This is an optimization exercise on Yosys and OpenROAD, whose aim is small area, a short achievable clock period and few clock cycles per item, not a production implementation. Function was checked by simulation only, so behaviour that the tests miss may differ from the original. Power is estimated from default activity; no workload was simulated.

**flow/design.v**
```verilog
package smt_pkg;
  localparam int CAPACITY = 16;
  localparam int KEY_BITS = 32;
  localparam int IDX_W = $clog2(CAPACITY);
  localparam int CNT_W = $clog2(CAPACITY + 1);
  localparam int COUNT_OUT_W = 5;
  localparam int REQ_W = 2;
  localparam int IN_DATA_W = ((KEY_BITS + 7) / 8) * 8;
  localparam int OUT_DATA_W = 8;
  localparam logic [REQ_W-1:0] REQ_LOOKUP = 2'd0;
  localparam logic [REQ_W-1:0] REQ_INSERT = 2'd1;
  localparam logic [REQ_W-1:0] REQ_REMOVE = 2'd2;
  typedef enum logic [1:0] {
    ST_IDLE,
    ST_MATCH,
    ST_UPDATE
  } state_t;
  typedef struct packed {
    logic load;
    logic match;
    logic commit;
  } cmd_t;
endpackage
module smt_ctrl (
  input  logic          clk,
  input  logic          rst_n,
  input  logic          in_tvalid,
  output logic          in_tready,
  input  logic          out_tvalid,
  input  logic          out_tready,
  output smt_pkg::cmd_t cmd
);
  logic [1:0] held_r, held_nxt;
  logic       pop;
  logic       ready_any_r;     
  logic       ready_pop_r;     
  assign pop        = out_tvalid && out_tready;
  assign in_tready  = ready_any_r || (ready_pop_r && out_tready);
  assign cmd.load   = in_tvalid && in_tready;
  assign cmd.match  = 1'b0;
  assign cmd.commit = 1'b0;
  assign held_nxt = held_r + {1'b0, cmd.load} - {1'b0, pop};
  always_ff @(posedge clk) begin
    if (!rst_n) begin
      held_r      <= '0;
      ready_any_r <= 1'b1;
      ready_pop_r <= 1'b0;
    end else begin
      held_r      <= held_nxt;
      ready_any_r <= held_nxt <= 2'd1;
      ready_pop_r <= held_nxt == 2'd2;
    end
  end
endmodule
module smt_dpath (
  input  logic                            clk,
  input  logic                            rst_n,
  input  smt_pkg::cmd_t                   cmd,
  input  logic                            out_tready,
  input  logic [smt_pkg::REQ_W-1:0]       req_in,
  input  logic [smt_pkg::KEY_BITS-1:0]    key_in,
  output logic                            out_tvalid,
  output logic                            was_present,
  output logic [smt_pkg::COUNT_OUT_W-1:0] entry_count,
  output logic                            dropped
);
  localparam int CAP = smt_pkg::CAPACITY;
  logic [smt_pkg::KEY_BITS-1:0] store_r [CAP];
  logic [CAP-1:0]               valid_r;
  logic [CAP-1:0]               free;         
  logic [smt_pkg::CNT_W-1:0]    count_r, count_nxt, count_hit, count_miss;
  logic [CAP-1:0]               cmp_match;
  logic                         cmp_same;
  logic                         upd_valid_r;
  logic [smt_pkg::KEY_BITS-1:0] upd_key_r;
  logic [smt_pkg::REQ_W-1:0]    upd_req_r;
  logic [CAP-1:0]               upd_match_r;
  logic [CAP-1:0]               match;
  logic                         hit, full, is_ins, is_rem, ins_ok, rem_ok, ins_new;
  localparam int RES_W = 1 + smt_pkg::COUNT_OUT_W + 1;
  logic [RES_W-1:0] res;
  logic [RES_W-1:0] res_r [2];
  logic [RES_W-1:0] out_res;
  logic             wr_sel_r;              
  logic [1:0]       rd_sel_r;              
  logic [1:0]       res_count_r;           
  logic             out_valid_r;
  logic             pop;
  assign cmp_same = (upd_key_r == key_in);
  always_comb begin
    for (int i = 0; i < CAP; i++) begin
      cmp_match[i] = (valid_r[i] && (store_r[i] == key_in)) || (free[i] && cmp_same);
    end
  end
  always_ff @(posedge clk) begin
    upd_key_r   <= key_in;
    upd_req_r   <= req_in;
    upd_match_r <= cmp_match;
  end
  always_ff @(posedge clk) begin
    if (!rst_n) begin
      upd_valid_r <= 1'b0;
    end else begin
      upd_valid_r <= cmd.load;
    end
  end
  always_comb begin
    for (int i = 0; i < CAP; i++) begin
      match[i] = valid_r[i] && upd_match_r[i];
    end
  end
  assign hit    = |match;
  assign full   = count_r[smt_pkg::IDX_W];
  assign is_ins = (upd_req_r == smt_pkg::REQ_INSERT);
  assign is_rem = (upd_req_r == smt_pkg::REQ_REMOVE);
  assign ins_ok = upd_valid_r && is_ins && !full;
  assign rem_ok = upd_valid_r && is_rem;
  assign count_hit  = rem_ok ? count_r - 1'b1 : count_r;
  assign count_miss = ins_ok ? count_r + 1'b1 : count_r;
  assign count_nxt  = hit ? count_hit : count_miss;
  always_comb begin
    for (int i = 0; i < CAP; i++) begin
      free[i] = !valid_r[i] && ((valid_r & ~({CAP{1'b1}} << i)) == ~({CAP{1'b1}} << i));
    end
  end
  assign ins_new = ins_ok && !hit;
  always_ff @(posedge clk) begin
    if (!rst_n) begin
      count_r <= '0;
      valid_r <= '0;
    end else begin
      count_r <= count_nxt;
      for (int i = 0; i < CAP; i++) begin
        valid_r[i] <= (valid_r[i] && !(rem_ok && match[i])) || (ins_new && free[i]);
      end
    end
  end
  always_ff @(posedge clk) begin
    for (int i = 0; i < CAP; i++) begin
      if (free[i]) begin
        store_r[i] <= upd_key_r;
      end
    end
  end
  assign res = {is_ins && full && !hit, count_nxt, hit};
  assign pop = out_valid_r && out_tready;
  always_ff @(posedge clk) begin
    if (!rst_n) begin
      wr_sel_r    <= 1'b0;
      rd_sel_r    <= 2'b01;
      res_count_r <= '0;
      out_valid_r <= 1'b0;
    end else begin
      wr_sel_r    <= wr_sel_r ^ upd_valid_r;
      if (pop) begin
        rd_sel_r <= {rd_sel_r[0], rd_sel_r[1]};
      end
      res_count_r <= res_count_r + {1'b0, upd_valid_r} - {1'b0, pop};
      out_valid_r <= (res_count_r + {1'b0, upd_valid_r} - {1'b0, pop}) != 2'd0;
    end
  end
  always_ff @(posedge clk) begin
    for (int j = 0; j < 2; j++) begin
      if (upd_valid_r && wr_sel_r == 1'(j)) begin
        res_r[j] <= res;
      end
    end
  end
  assign out_tvalid  = out_valid_r;
  always_comb begin
    out_res = '0;
    for (int j = 0; j < 2; j++) begin
      out_res = out_res | (res_r[j] & {RES_W{rd_sel_r[j]}});
    end
  end
  assign was_present = out_res[0];
  assign entry_count = out_res[smt_pkg::COUNT_OUT_W:1];
  assign dropped     = out_res[RES_W-1];
endmodule
module set_membership_table_top (
  input  logic                           clk,
  input  logic                           rst_n,
  input  logic                           in_tvalid,
  output logic                           in_tready,
  input  logic [smt_pkg::IN_DATA_W-1:0]  in_tdata,   
  input  logic [smt_pkg::REQ_W-1:0]      in_tuser,   
  output logic                           out_tvalid,
  input  logic                           out_tready,
  output logic [smt_pkg::OUT_DATA_W-1:0] out_tdata   
);
  smt_pkg::cmd_t                   cmd;
  logic                            was_present;
  logic [smt_pkg::COUNT_OUT_W-1:0] entry_count;
  logic                            dropped;
  smt_ctrl u_ctrl (
    .clk        (clk),
    .rst_n      (rst_n),
    .in_tvalid  (in_tvalid),
    .in_tready  (in_tready),
    .out_tvalid (out_tvalid),
    .out_tready (out_tready),
    .cmd        (cmd)
  );
  smt_dpath u_dpath (
    .clk         (clk),
    .rst_n       (rst_n),
    .cmd         (cmd),
    .out_tready  (out_tready),
    .req_in      (in_tuser),
    .key_in      (in_tdata[smt_pkg::KEY_BITS-1:0]),
    .out_tvalid  (out_tvalid),
    .was_present (was_present),
    .entry_count (entry_count),
    .dropped     (dropped)
  );
  assign out_tdata = {1'b0, dropped, entry_count, was_present};
endmodule
```
**flow/flow/run.sh**
```bash
#!/bin/bash
# The standard ORFS flow, run in two parts:
#  1. synthesis exactly as standard.sh makes it;
#  2. floorplan to final layout with two changes:
#     - the clock tree is built with larger sink clusters and without the
#       dummy loads CTS adds to balance it;
#     - delay cells are kept out of port buffering and timing repair, so the
#       port buffers are plain buffers (flow/dont_use.tcl, run before each
#       OpenROAD step).
# Each part's full output goes to its own log file in this folder; ORFS's
# per-step logs stay under orfs/logs/.
set -euo pipefail
W=$(pwd)

bash standard.sh synth > "$W/flow_synth.log" 2>&1

export CTS_ARGS="-sink_clustering_enable -repair_clock_nets -dont_use_dummy_load -sink_clustering_size 30 -sink_clustering_max_diameter 60"
for step in FLOORPLAN GLOBAL_PLACE_SKIP_IO IO_PLACEMENT GLOBAL_PLACE RESIZE DETAIL_PLACE REPAIR_TIMING_POST_PLACE CTS GLOBAL_ROUTE DETAIL_ROUTE FILLCELL; do
  export PRE_${step}_TCL="$W/flow/dont_use.tcl"
done

bash standard.sh > "$W/flow_layout.log" 2>&1
```
**flow/flow/dont_use.tcl**
```tcl
# Keep delay cells out of port buffering and timing repair.
set_dont_use [get_lib_cells {sky130_fd_sc_hd__dlygate* sky130_fd_sc_hd__clkdlybuf*}]
```
**flow/standard.sh**
```bash
#!/bin/bash
# synth_recipe.tcl (not shown) runs the flow's synth.tcl, then flattens the netlist and writes it again
# the make line also repeats each setting of config.mk as NAME=value (left out here)
make -C /OpenROAD-flow-scripts/flow DESIGN_CONFIG=/design/flow/config.mk WORK_HOME=/design/flow/orfs CLKGATE_MAP_FILE= SYNTH_SCRIPT=/design/flow/synth_recipe.tcl "${@:-finish}"
```
**flow/config.mk**
```make
export PLATFORM = sky130hd
export DESIGN_NAME = set_membership_table_top
export DESIGN_NICKNAME = set_membership_table_top
export VERILOG_FILES = /design/flow/design.v
export SDC_FILE = /design/flow/constraint.sdc
export NUM_CORES = 4
export LEC_CHECK = 0
export CAP_MARGIN = 20
export CORE_MARGIN = 2
export CORE_UTILIZATION = 40
export PLACE_DENSITY = 0.6
export SETUP_SLACK_MARGIN = 1.4
export SLEW_MARGIN = 20
```
**flow/constraint.sdc**
```tcl
create_clock -name core_clock -period 3.4 [get_ports {clk}]
set_input_delay 0.6800 -clock core_clock [delete_from_list [all_inputs] [get_ports {clk}]]
set_output_delay 0.6800 -clock core_clock [all_outputs]
set_load 0.01 [all_outputs]
```
==> reports/summary.txt, run 1 <==
OUTCOME
-----------------------------------------------------------------------------------------------
Status ...........................................................................  no timing/DRC/antenna violations

CTS
-----------------------------------------------------------------------------------------------
Clock sink total .................................................................          608
Buffers from clock root to sink, at most .........................................            3
Number of buffers inserted during clock tree synthesis ...........................           41
TritonCTS clock tree .............................................................        built
Htree depth ......................................................................            2
Insertion delay of the later-clocked pin in the worst-skew pair ..................       630 ps
Clock Root Buffer ................................................................    clkbuf_16
Clock input transition at the sequential cells of the worst setup and hold paths .        90 ps

GLOBAL ROUTE
-----------------------------------------------------------------------------------------------
Maximum number of pins on one net before global-route repair .....................           35
Initial antenna violation count ..................................................            3
Global-route wire length before repair ...........................................   109,200 um
Global-route total usage across every layer ......................................       24.64%
Overflow left after global routing ...............................................            0
Vias in the first global route ...................................................       14,222

POWER AND IR DROP
-----------------------------------------------------------------------------------------------
Max IR drop VDD ..................................................................  0.0005182 V
Standby leakage power ............................................................     9.170 nW
Power density normalized to cell area ............................................ 488.0 nW/um2

WORST SETUP PATH
-----------------------------------------------------------------------------------------------
Category of the worst setup path launch point .................................... primary input
Crit path DAT ....................................................................      2550 ps
Data required time at the worst endpoint .........................................      3900 ps
Crit Path Category ...............................................................    in -> reg
Depth of the worst register-to-register path .....................................            6
Largest fanout on the critical path ..............................................           11
Element type at the critical path end ............................................    flip-flop

TIMING
-----------------------------------------------------------------------------------------------
Fraction of the cycle the final worst path needs .................................       60.20%
Worst clock skew .................................................................     97.69 ps
Max frequency ....................................................................    488.6 MHz
Fin worst setup slack ............................................................      1353 ps
Finish-stage setup viols .........................................................            0
Total Negative Setup Slacks ......................................................         0 ps
RSZ-0062 raised after global routing .............................................         true
Final critical-path required period ..............................................      2047 ps
Worst max-slew margin expressed relative to the limit ............................       20.66%
Worst Tran Pin Value .............................................................      1190 ps
Pins Over Slew Limit .............................................................            0
Final Hold Violating Endpoints ...................................................            0

LOGIC SYNTHESIS
-----------------------------------------------------------------------------------------------
Top cells by instance count after synthesis ...................................... edfxtp_1 (526), xnor2_1 (301), xor2_1 (246), nand4_1 (89), dfxtp_1 (82)
Dominant register cell in the synthesized netlist ................................     edfxtp_1
Mean cell area of the mapped netlist .............................................    15.47 um2
Count leader, synth ..............................................................     edfxtp_1
Share of the yosys chip area belonging to registers ..............................       69.76%
Number of warning messages in the yosys log ......................................            4
Largest area contributor in the synthesized netlist ..............................     edfxtp_1
Cell types occupying the most area after synthesis ............................... edfxtp_1 (63%), xnor2_1 (11%), xor2_1 (8.6%)
Share of flip-flops with an asynchronous set or reset ............................           0%
Number of instances in the synthesized netlist ...................................        1,616
Post-synthesis cell type count ...................................................           53
Area fraction of the dominant cell type after synthesis ..........................       63.19%
Register bit total from synthesis ................................................          608
Post-synthesis cell area .........................................................   25,000 um2
Synthesized netlist net count ....................................................        1,662
Number of enable flip-flop cells after synthesis .................................          526

CELLS AND AREA
-----------------------------------------------------------------------------------------------
Synthesis-to-finish area growth ..................................................       14.69%
Number of antenna diodes .........................................................            0
Nets@finish ......................................................................        1,854
Layout Utilization ...............................................................       46.45%
Layout cells sized above 1 .......................................................       14.73%

PLACEMENT
-----------------------------------------------------------------------------------------------
Final HPWL DP ....................................................................    51,010 um
Number of port buffers ...........................................................           46
Weighted congestion reported at the end of routability-driven placement ..........       0.9119
Worst-case setup slack after placement ...........................................     222.5 ps

ROUTE
-----------------------------------------------------------------------------------------------
Via total after detailed routing .................................................       14,639
Routed vias/inst .................................................................        5.539
Remaining number of nets flagged by the antenna check after routing ..............            0
DRT Wirelength ...................................................................    79,250 um
DRC violations left ..............................................................            0
Detailed Routing Iterations Pass 1 ...............................................            5
Mean routed wirelength per cell ..................................................     29.99 um
Iter 0 DRT Violations ............................................................        1,663

FLOORPLANNING
-----------------------------------------------------------------------------------------------
Area enclosed by the die boundary ................................................   64,500 um2
Initial Util .....................................................................       40.50%
Die Wd ...........................................................................     254.0 um
Height of the chip ...............................................................     254.0 um
Number of placement rows .........................................................           91
Number of placed I/O pins ........................................................           48
Core region area .................................................................   61,710 um2

FLOW RUN
-----------------------------------------------------------------------------------------------
Maximum Capacitance Violations ...................................................            0

HOLD PATH
-----------------------------------------------------------------------------------------------
Class of the tightest hold or removal check ......................................    in -> reg
Number of cells traversed by the worst hold path .................................            1

## logic make-up (layout without fill, tap and decap cells)
logic type / Yosys count / after routing / share of synthesized area (%)
compound gates: 56 / 56 / 1.737
xor+xnor: 547 / 547 / 19.17
fa+ha+maj: 8 / 8 / 0.4005
buf+inv: 100 / 290 / 1.967
flops: 608 / 608 / 69.76
mux: 4 / 4 / 0.1802
other cells: 1 / 1 / 0.01500
simple gates: 292 / 292 / 6.773
## flip-flops by register name (all words and copies together) (netlist names)
name                 cells
u_dpath.store_r        512
u_dpath.upd_key_r       32
u_dpath.upd_match_r     16
u_dpath.valid_r         16
u_dpath.res_r           14
u_dpath.count_r          5
u_ctrl.held_r            2
u_dpath.rd_sel_r         2
u_dpath.res_count_r      2
u_dpath.upd_req_r        2
u_ctrl.ready_any_r       1
u_ctrl.ready_pop_r       1
u_dpath.out_valid_r      1
u_dpath.upd_valid_r      1
u_dpath.wr_sel_r         1
## timing repair
action	in CTS	in global routing
endpoints found under the setup margin	377	190
cloned	2	2
setup buffers	35	17
resized for setup	100	65
pin swaps	18	27
hold endpoints to repair	0	0
hold buffers	0	0
## power by group
| group | leakage [nW] | internal [mW] | total, mW | switching [mW] |
|---|---|---|---|---|
| clock network | 0.505 | 2.14 | 4.51 | 2.38 |
| registers | 5.47 | 8.21 | 8.31 | 0.0931 |
| logic | 3.20 | 0.397 | 1.17 | 0.772 |
## worst max-delay path: stages
cell	delay (ps)
clkbuf_4	330
buf_2	390
xor2_1	120
nor4_1	440
nand3_1	370
o22ai_1	200
## cell usage in the layout, fill, tap and decap left out, types with 20 or more instances in the layout
master / netlist / layout
xor2_1: 246 / 246
dfxtp_1: 82 / 58
nand2_1: 35 / 35
nor4_1: 70 / 54
clkbuf_16: 0 / 43
edfxtp_1: 526 / 526
buf_1: 0 / 95
buf_6: 2 / 23
buf_4: 4 / 22
buf_2: 67 / 45
nand4_1: 89 / 89
xnor2_1: 301 / 291
nand3_1: 22 / 20
## worst paths after layout
path / startpoint / end / slack, ps
worst max-delay path: in_tdata[8] / u_dpath.upd_match_r[11]$_DFF_P_ / 1350
worst max register to register: u_dpath.valid_r[2]$_SDFF_PN0_ / u_dpath.store_r[14][10]$_DFFE_PP_ / 1380
worst min-delay path: in_tuser[1] / u_dpath.upd_req_r[1]$_DFF_P_ / 220
worst min register to register: u_dpath.upd_key_r[25]$_DFF_P_ / u_dpath.store_r[14][25]$_DFFE_PP_ / 490
## metal layers
metal,vias to the layer above,global-route usage (%),share of wire (%)
met5,-,0,0.014
li1,6207,-,-
met2,681,39.09,47
met4,2,12.94,5.4
met3,180,3.452,7.4
met1,7569,33.00,40
## final cells by class
class | count | area (um2)
sequential | 608 | 17500
clock buffer | 41 | 1026
tap | 837 | 1047
timing repair buffer | 228 | 1518
inverter | 21 | 81.33
multi-input combinational | 908 | 7492
fill | 5441 | 33050
## per-stage QoR
stage	cells	area, um2	hold WS, ps	total power, mW
finish	2643	28670	217.6	13.99
global route	2643	28670	207.1	14.37
CTS	2624	28330	194.6	14.03
detailed placement	2546	26700	506.9	9.586
global placement	2545	26670	493.2	9.568
floorplan	1616	25160	485.1	9.112
Testbench counts, summed over its fixed seeds: cycles 12,016, items 12,000.
==> inputs of run 2 (changes only) <==
==> flow/flow/dont_use.tcl (replaced) <==
# Keep delay cells out of port buffering and timing repair.
set_dont_use [get_lib_cells {sky130_fd_sc_hd__dlygate* sky130_fd_sc_hd__clkdlybuf*}]
# Aim repair at sharp edges on every net, so high-fanout nets get buffered.
set_max_transition 0.5 [current_design]
==> reports/summary.txt, run 2 <==
CTS
-----------------------------------------------------------------------------------------------
Buffers from clock root to sink, at most .........................................            3
Clock Root Buffer ................................................................    clkbuf_16
Clock sink total .................................................................          608
CTS Hold Buffers Added ...........................................................            0
TritonCTS clock tree .............................................................        built
Insertion delay of the later-clocked pin in the worst-skew pair ..................       610 ps
Clock input transition at the sequential cells of the worst setup and hold paths .        70 ps
Number of buffers inserted during clock tree synthesis ...........................           40
Htree depth ......................................................................            2

LOGIC SYNTHESIS
-----------------------------------------------------------------------------------------------
Number of warning messages in the yosys log ......................................            4
Share of the yosys chip area belonging to registers ..............................       69.76%
Largest area contributor in the synthesized netlist ..............................     edfxtp_1
Dominant register cell in the synthesized netlist ................................     edfxtp_1
Mean cell area of the mapped netlist .............................................    15.47 um2
Post-synthesis cell type count ...................................................           53
Register bit total from synthesis ................................................          608
Cell types occupying the most area after synthesis ............................... edfxtp_1 (63%), xnor2_1 (11%), xor2_1 (8.6%)
Top cells by instance count after synthesis ...................................... edfxtp_1 (526), xnor2_1 (301), xor2_1 (246), nand4_1 (89), dfxtp_1 (82)
Synthesized netlist net count ....................................................        1,662
Number of enable flip-flop cells after synthesis .................................          526
Post-synthesis cell area .........................................................   25,000 um2
Share of flip-flops with an asynchronous set or reset ............................           0%
Number of instances in the synthesized netlist ...................................        1,616
Count leader, synth ..............................................................     edfxtp_1
Area fraction of the dominant cell type after synthesis ..........................       63.19%

POWER AND IR DROP
-----------------------------------------------------------------------------------------------
Combinational group share of total power .........................................         8.7%
Power density normalized to cell area ............................................ 472.4 nW/um2
Relative contribution of the clock network to total power ........................        31.9%
Int Pwr ..........................................................................     10.73 mW
P_sw .............................................................................     3.248 mW
Relative contribution of sequential cells to total power .........................        59.4%
Standby leakage power ............................................................     9.558 nW
Final Power ......................................................................     13.98 mW
Max IR drop VDD ..................................................................  0.0004054 V
Sw Share .........................................................................       23.23%

HOLD PATH
-----------------------------------------------------------------------------------------------
Class of the tightest hold or removal check ......................................    in -> reg
Hold EP .......................................................................... u_dpath.upd_req_r[0]$_DFF_P_
Number of cells traversed by the worst hold path .................................            1
Origin of the worst min-delay path ...............................................  in_tuser[0]

ROUTE
-----------------------------------------------------------------------------------------------
DRT Wirelength ...................................................................    79,270 um
Mean routed wirelength per cell ..................................................     29.58 um
Via total after detailed routing .................................................       14,714
DRC violations left ..............................................................            0
Detailed Routing Iterations Pass 1 ...............................................            5
Routed vias/inst .................................................................        5.490
Iter 0 DRT Violations ............................................................        1,780
Remaining number of nets flagged by the antenna check after routing ..............            0

FLOORPLANNING
-----------------------------------------------------------------------------------------------
Core region area .................................................................   61,710 um2
Initial Util .....................................................................       40.50%
Area enclosed by the die boundary ................................................   64,500 um2
Number of placement rows .........................................................           91
Number of placed I/O pins ........................................................           48
Die Wd ...........................................................................     254.0 um
Height of the chip ...............................................................     254.0 um

WORST SETUP PATH
-----------------------------------------------------------------------------------------------
Count of buffer and inverter cells on the critical path ..........................            3
Category of the worst setup path launch point .................................... primary input
Largest fanout on the critical path ..............................................           13
Reg2reg end ...................................................................... u_dpath.upd_match_r[6]$_DFF_P_
Cell repeated most along the worst path ..........................................      nand4_1
Element type at the critical path end ............................................    flip-flop
Data required time at the worst endpoint .........................................      3870 ps
Family with the most delay on the worst path ..................................... buffers and inverters
Crit path DAT ....................................................................      2490 ps
Beginning of the worst register-to-register path ................................. u_dpath.store_r[6][10]$_DFFE_PP_
Critical Path Max Stage Delay ....................................................       390 ps
Depth of the worst register-to-register path .....................................            8
Internal reg-to-reg setup slack ..................................................      1390 ps
Cell type of the slowest stage on the worst timing path ..........................       nor4_1
Crit Path Category ...............................................................    in -> reg
Cell breakdown of the critical path .............................................. buf_4 -> clkbuf_4 -> xnor2_1 -> nand4_1 -> nor4_1 -> buf_1 -> nand4_1 -> o32ai_4

CELLS AND AREA
-----------------------------------------------------------------------------------------------
Number of antenna diodes .........................................................            0
Layout cells sized above 1 .......................................................       21.16%
Synthesis-to-finish area growth ..................................................       18.42%
Flip-flop count of the largest register, all copies and words added ..............          512
Post-route standard cell area excluding fillers ..................................   29,600 um2
Registers with the highest flip-flop counts ...................................... u_dpath.store_r (512), u_dpath.upd_key_r (32)
Most frequent standard cell in the layout excluding fill and tap cells ...........     edfxtp_1
Most flop-heavy register ......................................................... u_dpath.store_r
Nets@finish ......................................................................        1,891
Commonest cells after routing, fill and taps aside ............................... edfxtp_1 (526), xnor2_1 (282), xor2_1 (240)
FILL cells .......................................................................        5,322

GLOBAL ROUTE
-----------------------------------------------------------------------------------------------
Global-route wire length before repair ...........................................   109,700 um
Global-route total usage across every layer ......................................       24.63%
Initial antenna violation count ..................................................            3
Vias in the first global route ...................................................       14,161
Overflow left after global routing ...............................................            0
Maximum number of pins on one net before global-route repair .....................           33

FLOW RUN
-----------------------------------------------------------------------------------------------
Maximum Capacitance Violations ...................................................            0

TIMING
-----------------------------------------------------------------------------------------------
Pins Over Slew Limit .............................................................            0
Final critical-path required period ..............................................      2019 ps
Worst max-slew margin expressed relative to the limit ............................       21.49%
Fraction of the cycle the final worst path needs .................................       59.39%
Max frequency ....................................................................    495.2 MHz
Worst Tran Pin Value .............................................................     392.5 ps
Total Negative Setup Slacks ......................................................         0 ps
RSZ-0062 raised after global routing .............................................         true
Worst clock skew .................................................................     85.47 ps
Final Hold Violating Endpoints ...................................................            0
Finish-stage setup viols .........................................................            0

PLACEMENT
-----------------------------------------------------------------------------------------------
Number of port buffers ...........................................................           46
Final HPWL DP ....................................................................    52,010 um
Total cell area at the placement stage ...........................................   27,640 um2
Weighted congestion reported at the end of routability-driven placement ..........       0.8936

OUTCOME
-----------------------------------------------------------------------------------------------
Status ...........................................................................  no timing/DRC/antenna violations

-- run 2: cell counts after synthesis --
Identical to the previous run, type by type.
-- run 2: through the flow --
| stage | hold WS [ps] | util [%] | instances | worst slack [ps] |
|---|---|---|---|---|
| after floorplan | 485.1 | - | 1616 | 1041 |
| after global placement | 480.0 | 44.33 | 2573 | 8.816 |
| after detailed placement | 480.8 | 44.79 | 2585 | 410.9 |
| after CTS | 195.6 | 47.09 | 2652 | 1380 |
| after global routing | 212.9 | 47.96 | 2680 | 1347 |
| final | 215.0 | 47.96 | 2680 | 1381 |
-- run 2: worst register-to-register path, cell delays in order (launching register included) --
cell and delay [ps]:
edfxtp_1 410, xnor2_2 210, nand4_1 230, nor4_4 310, buf_4 180, nand4_1 180
nor4_2 200, buf_2 170, a31o_2 90
-- run 2: worst max-delay path by stage --
| stage | slack [ps] | startpoint | end | depth (start not counted) |
|---|---|---|---|---|
| 2_1_floorplan | 1040 | u_dpath.valid_r[1]$_SDFF_PN0_ | u_dpath.valid_r[13]$_SDFF_PN0_ | 7 |
| 3_3_place_gp | 9 | in_tdata[30] | u_dpath.upd_match_r[6]$_DFF_P_ | 8 |
| 3_5_place_dp | 410 | in_tdata[30] | u_dpath.upd_match_r[6]$_DFF_P_ | 10 |
| 4_1_cts | 1380 | u_dpath.store_r[6][10]$_DFFE_PP_ | u_dpath.upd_match_r[6]$_DFF_P_ | 8 |
| 5_1_grt | 1350 | u_dpath.upd_key_r[15]$_DFF_P_ | u_dpath.upd_match_r[2]$_DFF_P_ | 7 |
| 6_report | 1380 | in_tdata[21] | u_dpath.upd_match_r[2]$_DFF_P_ | 8 |
-- run 2: cell families after synthesis --
family	synth area share [%]
flip-flops	69.76
multiplexers	0.1802
AO/OA/AOI/OAI	1.737
buffers and inverters	1.967
other	0.01500
adder cells (fa/ha/maj)	0.4005
XOR/XNOR	19.17
AND/OR/NAND/NOR	6.773
-- run 2: per-layer routing --
layer / global-route usage (%) / vias up / wire length (um)
met4: 8.471 / 2 / 2879
met2: 40.98 / 642 / 38270
met1: 32.99 / 7685 / 32000
met3: 3.677 / 111 / 6112
met5: 0 / - / 11
li1: - / 6274 / -
-- run 2: repair_timing --
item	in CTS	in global routing
endpoints found under the hold margin	0	0
endpoints found under the setup margin	342	195
resized for setup	52	90
cloned	3	2
buffers inserted	24	24
pin swaps	16	15
-- run 2: cell type report --
type,count,area (um2),area share (%)
multi-input combinational,908,7941,26.83
inverter,21,91.34,0.3086
sequential,608,17550,59.28
clock buffer,40,1001,3.382
tap,837,1047,3.538
timing repair buffer,266,1972,6.662
-- run 2: power by group through the flow --
| stage | clock, mW | sequential (mW) | combinational [mW] |
|---|---|---|---|
| after floorplan | 0 | 8.47 | 0.640 |
| after global placement | 0 | 8.49 | 1.12 |
| after detailed placement | 0 | 8.49 | 1.16 |
| after CTS | 4.52 | 8.32 | 1.18 |
| after global routing | 4.75 | 8.32 | 1.28 |
| final | 4.46 | 8.31 | 1.21 |
==> inputs of run 3 (changes only) <==
==> flow/flow/dont_use.tcl (replaced) <==
# Keep delay cells out of port buffering and timing repair.
set_dont_use [get_lib_cells {sky130_fd_sc_hd__dlygate* sky130_fd_sc_hd__clkdlybuf*}]
--- a/flow/config.mk
+++ b/flow/config.mk
@@ -8,6 +8,6 @@
 export CAP_MARGIN = 20
 export CORE_MARGIN = 2
-export CORE_UTILIZATION = 40
-export PLACE_DENSITY = 0.6
+export CORE_UTILIZATION = 45
+export PLACE_DENSITY = 0.65
 export SETUP_SLACK_MARGIN = 1.4
 export SLEW_MARGIN = 20
==> reports/summary.txt, run 3 <==
LOGIC SYNTHESIS
-----------------------------------------------------------------------------------------------
Largest area contributor in the synthesized netlist ..............................     edfxtp_1
Synthesized netlist net count ....................................................        1,662
Number of warning messages in the yosys log ......................................            4
Mean cell area of the mapped netlist .............................................    15.47 um2
Count leader, synth ..............................................................     edfxtp_1
Number of enable flip-flop cells after synthesis .................................          526
Share of the yosys chip area belonging to registers ..............................       69.76%
Cell types occupying the most area after synthesis ............................... edfxtp_1 (63%), xnor2_1 (11%), xor2_1 (8.6%)
Top cells by instance count after synthesis ...................................... edfxtp_1 (526), xnor2_1 (301), xor2_1 (246), nand4_1 (89), dfxtp_1 (82)
Area fraction of the dominant cell type after synthesis ..........................       63.19%
Register bit total from synthesis ................................................          608
Post-synthesis cell type count ...................................................           53
Number of instances in the synthesized netlist ...................................        1,616
Share of flip-flops with an asynchronous set or reset ............................           0%
Dominant register cell in the synthesized netlist ................................     edfxtp_1
Post-synthesis cell area .........................................................   25,000 um2

TIMING
-----------------------------------------------------------------------------------------------
Final Hold Violating Endpoints ...................................................            0
Worst Tran Pin Value .............................................................      1164 ps
Final Hold Slack .................................................................     195.9 ps
RSZ-0062 raised after global routing .............................................         true
Finish-stage setup viols .........................................................            0
Max frequency ....................................................................    487.1 MHz
Pins Over Slew Limit .............................................................            0
Fraction of the cycle the final worst path needs .................................       60.39%
Final critical-path required period ..............................................      2053 ps
Fin worst setup slack ............................................................      1347 ps
Worst clock skew .................................................................     61.57 ps
Total Negative Setup Slacks ......................................................         0 ps
Worst max-slew margin expressed relative to the limit ............................       22.42%

POWER AND IR DROP
-----------------------------------------------------------------------------------------------
Standby leakage power ............................................................     9.065 nW
Max IR drop VDD ..................................................................  0.0003472 V
Power density normalized to cell area ............................................ 493.5 nW/um2
Final Power ......................................................................     13.98 mW

ROUTE
-----------------------------------------------------------------------------------------------
Detailed Routing Iterations Pass 1 ...............................................            5
DRT Wirelength ...................................................................    76,170 um
Routed vias/inst .................................................................        5.771
Remaining number of nets flagged by the antenna check after routing ..............            0
Via total after detailed routing .................................................       14,648
DRC violations left ..............................................................            0
Iter 0 DRT Violations ............................................................        2,071
Mean routed wirelength per cell ..................................................     30.01 um

CTS
-----------------------------------------------------------------------------------------------
TritonCTS clock tree .............................................................        built
Buffers from clock root to sink, at most .........................................            3
Clock input transition at the sequential cells of the worst setup and hold paths .        80 ps
Clock Root Buffer ................................................................    clkbuf_16
Number of buffers inserted during clock tree synthesis ...........................           41
Clock sink total .................................................................          608
CTS Hold Buffers Added ...........................................................            0
Insertion delay of the later-clocked pin in the worst-skew pair ..................       610 ps
Htree depth ......................................................................            2

WORST SETUP PATH
-----------------------------------------------------------------------------------------------
Element type at the critical path end ............................................    flip-flop
Crit path DAT ....................................................................      2540 ps
Internal reg-to-reg setup slack ..................................................      1370 ps
Crit Path Category ...............................................................    in -> reg
Category of the worst setup path launch point .................................... primary input
Data required time at the worst endpoint .........................................      3880 ps
Largest fanout on the critical path ..............................................           16

HOLD PATH
-----------------------------------------------------------------------------------------------
Class of the tightest hold or removal check ......................................    in -> reg

CELLS AND AREA
-----------------------------------------------------------------------------------------------
Synthesis-to-finish area growth ..................................................       13.33%
Nets@finish ......................................................................        1,838
FILL cells .......................................................................        4,575
FF+latch area ....................................................................   17,500 um2
Layout Utilization ...............................................................       51.52%
Number of antenna diodes .........................................................            0
Flip-flop count of the largest register, all copies and words added ..............          512
Commonest cells after routing, fill and taps aside ............................... edfxtp_1 (526), xnor2_1 (297), xor2_1 (246)
Most flop-heavy register ......................................................... u_dpath.store_r
Most frequent standard cell in the layout excluding fill and tap cells ...........     edfxtp_1
Post-route standard cell area excluding fillers ..................................   28,330 um2
Layout Cells excl Fill ...........................................................        2,538
Layout cells sized above 1 .......................................................       15.03%
Multi-input gate area ............................................................     7441 um2
Registers with the highest flip-flop counts ...................................... u_dpath.store_r (512), u_dpath.upd_key_r (32)

GLOBAL ROUTE
-----------------------------------------------------------------------------------------------
Vias in the first global route ...................................................       14,007
Maximum number of pins on one net before global-route repair .....................           35
Initial antenna violation count ..................................................            1
Overflow left after global routing ...............................................            0
Global-route wire length before repair ...........................................   105,800 um
Global-route total usage across every layer ......................................       26.62%

PLACEMENT
-----------------------------------------------------------------------------------------------
Worst-case setup slack after placement ...........................................     174.6 ps
Final HPWL DP ....................................................................    48,920 um
Number of port buffers ...........................................................           46
Weighted congestion reported at the end of routability-driven placement ..........       0.8815
Total cell area at the placement stage ...........................................   26,550 um2
Number of placed cells counting well taps ........................................        2,455

OUTCOME
-----------------------------------------------------------------------------------------------
Status ...........................................................................  no timing/DRC/antenna violations

FLOORPLANNING
-----------------------------------------------------------------------------------------------
Area enclosed by the die boundary ................................................   57,450 um2
Height of the chip ...............................................................     239.7 um
Die Wd ...........................................................................     239.7 um
Number of placed I/O pins ........................................................           48
Core region area .................................................................   54,990 um2
Initial Util .....................................................................       45.46%
Number of placement rows .........................................................           86

FLOW RUN
-----------------------------------------------------------------------------------------------
Maximum Capacitance Violations ...................................................            0

[run 3: cell counts after synthesis]
Identical to the previous run, type by type.
[run 3: critical path, cell delays in order]
cell,delay [ps]
clkbuf_2,190
buf_6,340
xnor2_1,180
nand4_1,280
nor4_1,310
nand4_1,330
o32ai_1,210
[run 3: cell families (layout without fill, tap and decap cells)]
family | Yosys count | count (layout) | synth area share [%]
AO/OA/AOI/OAI | 56 | 56 | 1.737
XOR/XNOR | 547 | 547 | 19.17
adder cells (fa/ha/maj) | 8 | 8 | 0.4005
buffers and inverters | 100 | 274 | 1.967
flip-flops | 608 | 608 | 69.76
multiplexers | 4 | 4 | 0.1802
other | 1 | 1 | 0.01500
AND/OR/NAND/NOR | 292 | 292 | 6.773
[run 3: worst paths after layout]
path | start | to | cells after the start
setup / recovery | in_tdata[12] | u_dpath.upd_match_r[2]$_DFF_P_ | 7
hold / removal | in_tuser[1] | u_dpath.upd_req_r[1]$_DFF_P_ | 1
setup reg to reg | u_dpath.valid_r[0]$_SDFF_PN0_ | u_dpath.store_r[14][17]$_DFFE_PP_ | 5
hold reg to reg | u_dpath.upd_key_r[11]$_DFF_P_ | u_dpath.store_r[7][11]$_DFFE_PP_ | 0
[run 3: timing repair]
| item | 4_1_cts | 5_1_grt |
|---|---|---|
| setup endpoints to repair | 411 | 274 |
| gates cloned | 0 | 2 |
| pin swaps | 12 | 10 |
| setup buffers | 14 | 25 |
| gates resized for setup | 100 | 45 |
| endpoints found under the hold margin | 0 | 0 |
[run 3: cell type report]
cell class                      count  area share, %
Tap cell                          748          3.304
Clock buffer                       41          3.622
Inverter                           21         0.3048
Multi-Input combinational cell    908          26.27
Timing Repair Buffer              212          4.713
Sequential cell                   608          61.79
[run 3: power by group]
part           leakage, nW  switching [mW]  internal [mW]  total (mW)
Clock                0.505            2.38           2.14        4.52
Sequential            5.47          0.0965           8.22        8.31
Combinational         3.09           0.756          0.391        1.15
Total                 9.06            3.23           10.7        14.0
[run 3: routing by layer]
layer	GRT usage [%]	up-vias	share of wire [%]	wire [um]
li1	-	6172	-	-
met1	36.98	7561	40	30560
met2	42.90	771	46	35390
met3	3.192	142	9.0	6857
met4	10.38	2	4.4	3353
met5	0	-	0.014	11
==> inputs of run 4 (changes only) <==
--- a/flow/design.v
+++ b/flow/design.v
@@ -11,13 +11,6 @@
   localparam logic [REQ_W-1:0] REQ_INSERT = 2'd1;
   localparam logic [REQ_W-1:0] REQ_REMOVE = 2'd2;
-  typedef enum logic [1:0] {
-    ST_IDLE,
-    ST_MATCH,
-    ST_UPDATE
-  } state_t;
   typedef struct packed {
-    logic load;
-    logic match;
-    logic commit;
+    logic load;      
   } cmd_t;
 endpackage
@@ -38,6 +31,4 @@
   assign in_tready  = ready_any_r || (ready_pop_r && out_tready);
   assign cmd.load   = in_tvalid && in_tready;
-  assign cmd.match  = 1'b0;
-  assign cmd.commit = 1'b0;
   assign held_nxt = held_r + {1'b0, cmd.load} - {1'b0, pop};
   always_ff @(posedge clk) begin
--- a/flow/config.mk
+++ b/flow/config.mk
@@ -8,6 +8,6 @@
 export CAP_MARGIN = 20
 export CORE_MARGIN = 2
-export CORE_UTILIZATION = 45
-export PLACE_DENSITY = 0.65
+export CORE_UTILIZATION = 40
+export PLACE_DENSITY = 0.6
 export SETUP_SLACK_MARGIN = 1.4
 export SLEW_MARGIN = 20
==> reports/summary.txt, run 4 <==
CELLS AND AREA
-----------------------------------------------------------------------------------------------
Multi-input gate area ............................................................     7492 um2
Post-route standard cell area excluding fillers ..................................   28,670 um2
FF+latch area ....................................................................   17,500 um2
Synthesis-to-finish area growth ..................................................       14.69%
Nets@finish ......................................................................        1,854
Layout Cells excl Fill ...........................................................        2,643
Commonest cells after routing, fill and taps aside ............................... edfxtp_1 (526), xnor2_1 (291), xor2_1 (246)
Most flop-heavy register ......................................................... u_dpath.store_r
Layout cells sized above 1 .......................................................       14.73%
Registers with the highest flip-flop counts ...................................... u_dpath.store_r (512), u_dpath.upd_key_r (32)
FILL cells .......................................................................        5,441
Flip-flop count of the largest register, all copies and words added ..............          512
Number of antenna diodes .........................................................            0
Most frequent standard cell in the layout excluding fill and tap cells ...........     edfxtp_1

WORST SETUP PATH
-----------------------------------------------------------------------------------------------
Beginning of the worst register-to-register path ................................. u_dpath.valid_r[2]$_SDFF_PN0_
Element type at the critical path end ............................................    flip-flop
Largest fanout on the critical path ..............................................           11
Internal reg-to-reg setup slack ..................................................      1380 ps
Cell breakdown of the critical path .............................................. clkbuf_4 -> buf_2 -> xor2_1 -> nor4_1 -> nand3_1 -> o22ai_1
Category of the worst setup path launch point .................................... primary input
Count of buffer and inverter cells on the critical path ..........................            2
Data required time at the worst endpoint .........................................      3900 ps
Critical Path Max Stage Delay ....................................................       440 ps
Reg2reg end ...................................................................... u_dpath.store_r[14][10]$_DFFE_PP_
Crit Path Category ...............................................................    in -> reg
Family with the most delay on the worst path ..................................... simple AND/OR/NAND/NOR gates
Cell type of the slowest stage on the worst timing path ..........................       nor4_1
Depth of the worst register-to-register path .....................................            6
Crit path DAT ....................................................................      2550 ps

GLOBAL ROUTE
-----------------------------------------------------------------------------------------------
Global-route total usage across every layer ......................................       24.64%
Initial antenna violation count ..................................................            3
Global-route wire length before repair ...........................................   109,200 um
Vias in the first global route ...................................................       14,222
Maximum number of pins on one net before global-route repair .....................           35
Overflow left after global routing ...............................................            0

CTS
-----------------------------------------------------------------------------------------------
TritonCTS clock tree .............................................................        built
Htree depth ......................................................................            2
Clock input transition at the sequential cells of the worst setup and hold paths .        90 ps
Buffers from clock root to sink, at most .........................................            3
Clock sink total .................................................................          608
Insertion delay of the later-clocked pin in the worst-skew pair ..................       630 ps
Clock Root Buffer ................................................................    clkbuf_16
Number of buffers inserted during clock tree synthesis ...........................           41

ROUTE
-----------------------------------------------------------------------------------------------
DRT Wirelength ...................................................................    79,250 um
DRC violations left ..............................................................            0
Via total after detailed routing .................................................       14,639
Detailed Routing Iterations Pass 1 ...............................................            5
Iter 0 DRT Violations ............................................................        1,663
Mean routed wirelength per cell ..................................................     29.99 um
Remaining number of nets flagged by the antenna check after routing ..............            0
Routed vias/inst .................................................................        5.539

LOGIC SYNTHESIS
-----------------------------------------------------------------------------------------------
Post-synthesis cell type count ...................................................           53
Dominant register cell in the synthesized netlist ................................     edfxtp_1
Mean cell area of the mapped netlist .............................................    15.47 um2
Share of the yosys chip area belonging to registers ..............................       69.76%
Largest area contributor in the synthesized netlist ..............................     edfxtp_1
Share of flip-flops with an asynchronous set or reset ............................           0%
Area fraction of the dominant cell type after synthesis ..........................       63.19%
Synthesized netlist net count ....................................................        1,662
Post-synthesis cell area .........................................................   25,000 um2
Register bit total from synthesis ................................................          608
Top cells by instance count after synthesis ...................................... edfxtp_1 (526), xnor2_1 (301), xor2_1 (246), nand4_1 (89), dfxtp_1 (82)
Number of instances in the synthesized netlist ...................................        1,616
Cell types occupying the most area after synthesis ............................... edfxtp_1 (63%), xnor2_1 (11%), xor2_1 (8.6%)
Number of warning messages in the yosys log ......................................            4
Number of enable flip-flop cells after synthesis .................................          526
Count leader, synth ..............................................................     edfxtp_1

TIMING
-----------------------------------------------------------------------------------------------
Final Hold Violating Endpoints ...................................................            0
Finish-stage setup viols .........................................................            0
Final Hold Slack .................................................................     217.6 ps
Max frequency ....................................................................    488.6 MHz
RSZ-0062 raised after global routing .............................................         true
Fraction of the cycle the final worst path needs .................................       60.20%
Final critical-path required period ..............................................      2047 ps
Worst Tran Pin Value .............................................................      1190 ps
Worst max-slew margin expressed relative to the limit ............................       20.66%
Fin worst setup slack ............................................................      1353 ps
Total Negative Setup Slacks ......................................................         0 ps
Worst clock skew .................................................................     97.69 ps
Pins Over Slew Limit .............................................................            0

PLACEMENT
-----------------------------------------------------------------------------------------------
Number of placed cells counting well taps ........................................        2,546
Final HPWL DP ....................................................................    51,010 um
Worst-case setup slack after placement ...........................................     222.5 ps
Weighted congestion reported at the end of routability-driven placement ..........       0.9119
Total cell area at the placement stage ...........................................   26,700 um2
Number of port buffers ...........................................................           46

POWER AND IR DROP
-----------------------------------------------------------------------------------------------
Power density normalized to cell area ............................................ 488.0 nW/um2
Max IR drop VDD ..................................................................  0.0005182 V
Standby leakage power ............................................................     9.170 nW

FLOORPLANNING
-----------------------------------------------------------------------------------------------
Core region area .................................................................   61,710 um2
Number of placement rows .........................................................           91
Area enclosed by the die boundary ................................................   64,500 um2
Initial Util .....................................................................       40.50%
Number of placed I/O pins ........................................................           48
Height of the chip ...............................................................     254.0 um
Die Wd ...........................................................................     254.0 um

HOLD PATH
-----------------------------------------------------------------------------------------------
Number of cells traversed by the worst hold path .................................            1
Class of the tightest hold or removal check ......................................    in -> reg
Hold EP .......................................................................... u_dpath.upd_req_r[1]$_DFF_P_
Origin of the worst min-delay path ...............................................  in_tuser[1]

FLOW RUN
-----------------------------------------------------------------------------------------------
Maximum Capacitance Violations ...................................................            0

OUTCOME
-----------------------------------------------------------------------------------------------
Status ...........................................................................  no timing/DRC/antenna violations

-- run 4: cell types whose count changed in the layout (fill, tap and decap cells not counted), sizes merged --
| cell | before | now |
|---|---|---|
| buf | 181 | 198 |
| clkbuf | 72 | 70 |
| bufbuf | 0 | 1 |
-- run 4: worst register-to-register path: stages (launching register included) --
cell and delay (ps):
dfxtp_4 400, nand4_4 200, nor3_4 230, buf_4 150, nand3_4 120, and4bb_4 380, buf_12 210
-- run 4: cells by family after synthesis --
family | Yosys count | share of synthesized area (%)
flops | 608 | 69.76
compound gates | 56 | 1.737
xor+xnor | 547 | 19.17
buf+inv | 100 | 1.967
fa+ha+maj | 8 | 0.4005
simple gates | 292 | 6.773
other cells | 1 | 0.01500
mux | 4 | 0.1802
-- run 4: worst max path at each step --
stage,startpoint,to,slack [ps],cells past startpoint
2_1_floorplan,u_dpath.valid_r[1]$_SDFF_PN0_,u_dpath.valid_r[13]$_SDFF_PN0_,1040,7
3_3_place_gp,in_tdata[9],u_dpath.upd_match_r[13]$_DFF_P_,200,6
3_5_place_dp,in_tdata[9],u_dpath.upd_match_r[13]$_DFF_P_,220,6
4_1_cts,u_dpath.res_r[0][4]$_DFFE_PP_,out_tdata[4],1400,2
5_1_grt,u_dpath.valid_r[2]$_SDFF_PN0_,u_dpath.valid_r[10]$_SDFF_PN0_,1350,14
6_report,in_tdata[8],u_dpath.upd_match_r[11]$_DFF_P_,1350,6
-- run 4: through the flow --
| step | total power, mW | utilization [%] |
|---|---|---|
| 5_1_grt | 14.37 | 46.45 |
| 4_1_cts | 14.03 | 45.90 |
| 3_3_place_gp | 9.568 | 43.22 |
| 3_5_place_dp | 9.586 | 43.26 |
| 6_report | 13.99 | 46.45 |
| 2_1_floorplan | 9.112 | - |
-- run 4: what timing repair did --
action	CTS	global route
pin swaps	18	27
hold buffers	0	0
endpoints found under the setup margin	377	190
buffers inserted	35	17
gates cloned	2	2
resized for setup	100	65
-- run 4: routing by layer --
| layer | vias to the layer above | global-route usage (%) | share of wire (%) |
|---|---|---|---|
| met5 | - | 0 | 0.014 |
| met4 | 2 | 12.94 | 5.4 |
| met3 | 180 | 3.452 | 7.4 |
| met2 | 681 | 39.09 | 47 |
| met1 | 7569 | 33.00 | 40 |
| li1 | 6207 | - | - |
-- run 4: power by group --
group	internal, mW	switching (mW)	leakage (nW)
Clock	2.14	2.38	0.505
Sequential	8.21	0.0931	5.47
Combinational	0.397	0.772	3.20
-- run 4: final cells by class --
type / instances / share of cell area (%)
sequential: 608 / 61.05
inverter: 21 / 0.2837
tap: 837 / 3.653
multi-input combinational: 908 / 26.14
clock buffer: 41 / 3.579
timing repair buffer: 228 / 5.294
Testbench counts of run 4, summed over its fixed seeds: cycles 12,016, items 12,000.
==> inputs of run 5 (changes only) <==
--- a/flow/flow/run.sh
+++ b/flow/flow/run.sh
@@ -15,5 +15,5 @@
 bash standard.sh synth > "$W/flow_synth.log" 2>&1
 
-export CTS_ARGS="-sink_clustering_enable -repair_clock_nets -dont_use_dummy_load -sink_clustering_size 30 -sink_clustering_max_diameter 60"
+export CTS_ARGS="-sink_clustering_enable -repair_clock_nets -dont_use_dummy_load -sink_clustering_size 25 -sink_clustering_max_diameter 50"
 for step in FLOORPLAN GLOBAL_PLACE_SKIP_IO IO_PLACEMENT GLOBAL_PLACE RESIZE DETAIL_PLACE REPAIR_TIMING_POST_PLACE CTS GLOBAL_ROUTE DETAIL_ROUTE FILLCELL; do
   export PRE_${step}_TCL="$W/flow/dont_use.tcl"
==> reports/summary.txt, run 5 <==
CTS
-----------------------------------------------------------------------------------------------
Clock input transition at the sequential cells of the worst setup and hold paths .        80 ps
Clock Root Buffer ................................................................    clkbuf_16
Insertion delay of the later-clocked pin in the worst-skew pair ..................       680 ps
Htree depth ......................................................................            2
CTS Hold Buffers Added ...........................................................            0
Clock sink total .................................................................          608
TritonCTS clock tree .............................................................        built
Buffers from clock root to sink, at most .........................................            3
Number of buffers inserted during clock tree synthesis ...........................           58

WORST SETUP PATH
-----------------------------------------------------------------------------------------------
Element type at the critical path end ............................................    flip-flop
Cell breakdown of the critical path .............................................. nand4_1 -> nor3_4 -> buf_6 -> nand3_4 -> buf_6 -> buf_6 -> nor2_4 -> buf_8 -> buf_12
Critical Path Max Stage Delay ....................................................       400 ps
Cell type of the slowest stage on the worst timing path ..........................      dfxtp_4
Crit path DAT ....................................................................      2450 ps
Cell repeated most along the worst path ..........................................        buf_6
Category of the worst setup path launch point ....................................    flip-flop
Data required time at the worst endpoint .........................................      3710 ps
Largest fanout on the critical path ..............................................            7
Crit Path Category ...............................................................   reg -> reg

TIMING
-----------------------------------------------------------------------------------------------
Fin worst setup slack ............................................................      1261 ps
Total Negative Setup Slacks ......................................................         0 ps
Finish-stage setup viols .........................................................            0
Worst clock skew .................................................................     125.2 ps
Worst Tran Pin Value .............................................................      1217 ps
RSZ-0062 raised after global routing .............................................         true
Final critical-path required period ..............................................      2139 ps
Final Hold Violating Endpoints ...................................................            0
Fraction of the cycle the final worst path needs .................................       62.91%
Pins Over Slew Limit .............................................................            0
Worst max-slew margin expressed relative to the limit ............................       18.85%
Max frequency ....................................................................    467.5 MHz

GLOBAL ROUTE
-----------------------------------------------------------------------------------------------
Vias in the first global route ...................................................       14,403
Maximum number of pins on one net before global-route repair .....................           35
Global-route total usage across every layer ......................................       24.81%
Initial antenna violation count ..................................................            5
Overflow left after global routing ...............................................            0
Global-route wire length before repair ...........................................   110,100 um

LOGIC SYNTHESIS
-----------------------------------------------------------------------------------------------
Largest area contributor in the synthesized netlist ..............................     edfxtp_1
Mean cell area of the mapped netlist .............................................    15.47 um2
Share of the yosys chip area belonging to registers ..............................       69.76%
Top cells by instance count after synthesis ...................................... edfxtp_1 (526), xnor2_1 (301), xor2_1 (246), nand4_1 (89), dfxtp_1 (82)
Post-synthesis cell type count ...................................................           53
Number of warning messages in the yosys log ......................................            4
Number of enable flip-flop cells after synthesis .................................          526
Dominant register cell in the synthesized netlist ................................     edfxtp_1
Share of flip-flops with an asynchronous set or reset ............................           0%
Post-synthesis cell area .........................................................   25,000 um2
Synthesized netlist net count ....................................................        1,662
Cell types occupying the most area after synthesis ............................... edfxtp_1 (63%), xnor2_1 (11%), xor2_1 (8.6%)
Number of instances in the synthesized netlist ...................................        1,616
Area fraction of the dominant cell type after synthesis ..........................       63.19%
Count leader, synth ..............................................................     edfxtp_1
Register bit total from synthesis ................................................          608

FLOORPLANNING
-----------------------------------------------------------------------------------------------
Number of placed I/O pins ........................................................           48
Core region area .................................................................   61,710 um2
Die Wd ...........................................................................     254.0 um
Initial Util .....................................................................       40.50%
Height of the chip ...............................................................     254.0 um
Area enclosed by the die boundary ................................................   64,500 um2
Number of placement rows .........................................................           91

CELLS AND AREA
-----------------------------------------------------------------------------------------------
Most flop-heavy register ......................................................... u_dpath.store_r
Commonest cells after routing, fill and taps aside ............................... edfxtp_1 (526), xnor2_1 (291), xor2_1 (246)
Flip-flop count of the largest register, all copies and words added ..............          512
Layout cells sized above 1 .......................................................       16.96%
Nets@finish ......................................................................        1,894
Most frequent standard cell in the layout excluding fill and tap cells ...........     edfxtp_1
Number of antenna diodes .........................................................            0
Synthesis-to-finish area growth ..................................................       18.04%
Registers with the highest flip-flop counts ...................................... u_dpath.store_r (512), u_dpath.upd_key_r (32)

ROUTE
-----------------------------------------------------------------------------------------------
Routed vias/inst .................................................................        5.567
Iter 0 DRT Violations ............................................................        1,546
DRT Wirelength ...................................................................    81,090 um
Via total after detailed routing .................................................       14,935
Remaining number of nets flagged by the antenna check after routing ..............            0
DRC violations left ..............................................................            0
Detailed Routing Iterations Pass 1 ...............................................            5
Mean routed wirelength per cell ..................................................     30.22 um

POWER AND IR DROP
-----------------------------------------------------------------------------------------------
Standby leakage power ............................................................     9.568 nW
Relative contribution of the clock network to total power ........................        36.9%
P_sw .............................................................................     3.455 mW
Combinational group share of total power .........................................         7.8%
Max IR drop VDD ..................................................................  0.0004400 V
Power density normalized to cell area ............................................ 509.8 nW/um2
Int Pwr ..........................................................................     11.58 mW
Sw Share .........................................................................       22.97%
Relative contribution of sequential cells to total power .........................        55.3%

PLACEMENT
-----------------------------------------------------------------------------------------------
Weighted congestion reported at the end of routability-driven placement ..........       0.9119
Final HPWL DP ....................................................................    51,010 um
Worst-case setup slack after placement ...........................................     222.5 ps
Number of port buffers ...........................................................           46

OUTCOME
-----------------------------------------------------------------------------------------------
Status ...........................................................................  no timing/DRC/antenna violations

HOLD PATH
-----------------------------------------------------------------------------------------------
Class of the tightest hold or removal check ......................................    in -> reg

FLOW RUN
-----------------------------------------------------------------------------------------------
Maximum Capacitance Violations ...................................................            0

==> run 5: worst paths after layout <==
| kind | start | endpoint | slack, ps | depth (start not counted) |
|---|---|---|---|---|
| setup / recovery | u_dpath.valid_r[7]$_SDFF_PN0_ | u_dpath.store_r[15][9]$_DFFE_PP_ | 1260 | 9 |
| hold / removal | in_tuser[0] | u_dpath.upd_req_r[0]$_DFF_P_ | 180 | 1 |
| setup reg to reg | u_dpath.valid_r[7]$_SDFF_PN0_ | u_dpath.store_r[15][9]$_DFFE_PP_ | 1260 | 9 |
| hold reg to reg | u_dpath.upd_key_r[25]$_DFF_P_ | u_dpath.store_r[14][25]$_DFFE_PP_ | 490 | 0 |
==> run 5: final cells by class <==
class	count	area [um2]
Sequential cell	608	17510
Fill cell	5351	32210
Clock buffer	58	1451
Multi-Input combinational cell	908	7495
Tap cell	837	1047
Timing Repair Buffer	251	1918
Inverter	21	86.33
==> run 5: power by group through the flow <==
stage,clock network (mW),registers [mW],logic [mW]
floorplan,0,8.47,0.640
detailed placement,0,8.48,1.10
global placement,0,8.48,1.09
finish,5.55,8.32,1.17
global route,5.86,8.32,1.23
CTS,5.61,8.32,1.15
==> run 5: layer usage <==
layer / up-vias / routed length, um / global-route usage (%)
met1: 7622 / 31840 / 32.79
met2: 802 / 37530 / 39.26
met5: - / 18 / 0
met4: 2 / 4981 / 13.83
met3: 218 / 6724 / 3.769
li1: 6291 / - / -
==> run 5: timing repair <==
item	CTS	global route
resized for setup	113	74
endpoints found under the setup margin	356	165
endpoints found under the hold margin	0	0
gates cloned	3	13
pin swaps	25	23
setup buffers	40	23
==> run 5: cell families after synthesis <==
logic type,after synthesis,share of synthesized area [%]
XOR/XNOR,547,19.17
multiplexers,4,0.1802
adder cells (fa/ha/maj),8,0.4005
buffers and inverters,100,1.967
AND/OR/NAND/NOR,292,6.773
AO/OA/AOI/OAI,56,1.737
other,1,0.01500
flip-flops,608,69.76
==> run 5: worst max-delay path: cells and delay by family, from the launching register on <==
family	cells	cell delay [ps]
buf+inv	5	720
flops	1	400
simple gates	4	740
==> run 5: per-stage QoR <==
| step | power (mW) | hold WS, ps | utilization (%) | instance area, um2 | cells |
|---|---|---|---|---|---|
| after floorplan | 9.112 | 485.1 | - | 25160 | 1616 |
| after global placement | 9.568 | 493.2 | 43.22 | 26670 | 2545 |
| final | 15.04 | 177.5 | 47.81 | 29500 | 2683 |
| after CTS | 15.08 | 156.4 | 46.70 | 28820 | 2647 |
| after detailed placement | 9.586 | 506.9 | 43.26 | 26700 | 2546 |
| after global routing | 15.42 | 167.3 | 47.81 | 29500 | 2683 |

## afterwards: timing with drivers on the ports
In the flow no input, the clock included, has a driving cell. The finished layouts below were timed again as built, in two steps.
Step 1 (the two cells are an assumption about what drives the block):
set clk [get_ports {clk}]
set_driving_cell -lib_cell sky130_fd_sc_hd__clkbuf_16 $clk
set_driving_cell -lib_cell sky130_fd_sc_hd__buf_2 [delete_from_list [all_inputs] $clk]
Step 2 adds t to the input delays and takes it off the output delays; t is the mean of the earliest and latest rising clock arrival at the registers after step 1. Input paths then give back, and output paths get back, about the clock's delay inside the block.
Three values: ideal ports, drivers, drivers and shift; two values: the first two.
run	t (ns)	slack for setup (ns)	hold WS [ns]	worst slew at a driven data input, ns
run 1	0.648	1.353 / 1.376 / 0.746	0.218 / 0.178 / 0.492	0.06
run 2	0.629	1.381 / 1.375 / 0.794	0.215 / 0.171 / 0.493	0.04
run 3	0.634	1.347 / 1.351 / 0.749	0.196 / 0.160 / 0.492	0.03
run 4	0.648	1.353 / 1.376 / 0.746	0.218 / 0.178 / 0.492	0.06
run 5	0.680	1.261 / 1.261 / 0.668	0.177 / 0.134 / 0.491	0.06
After both steps setup and hold are still met in every run listed.
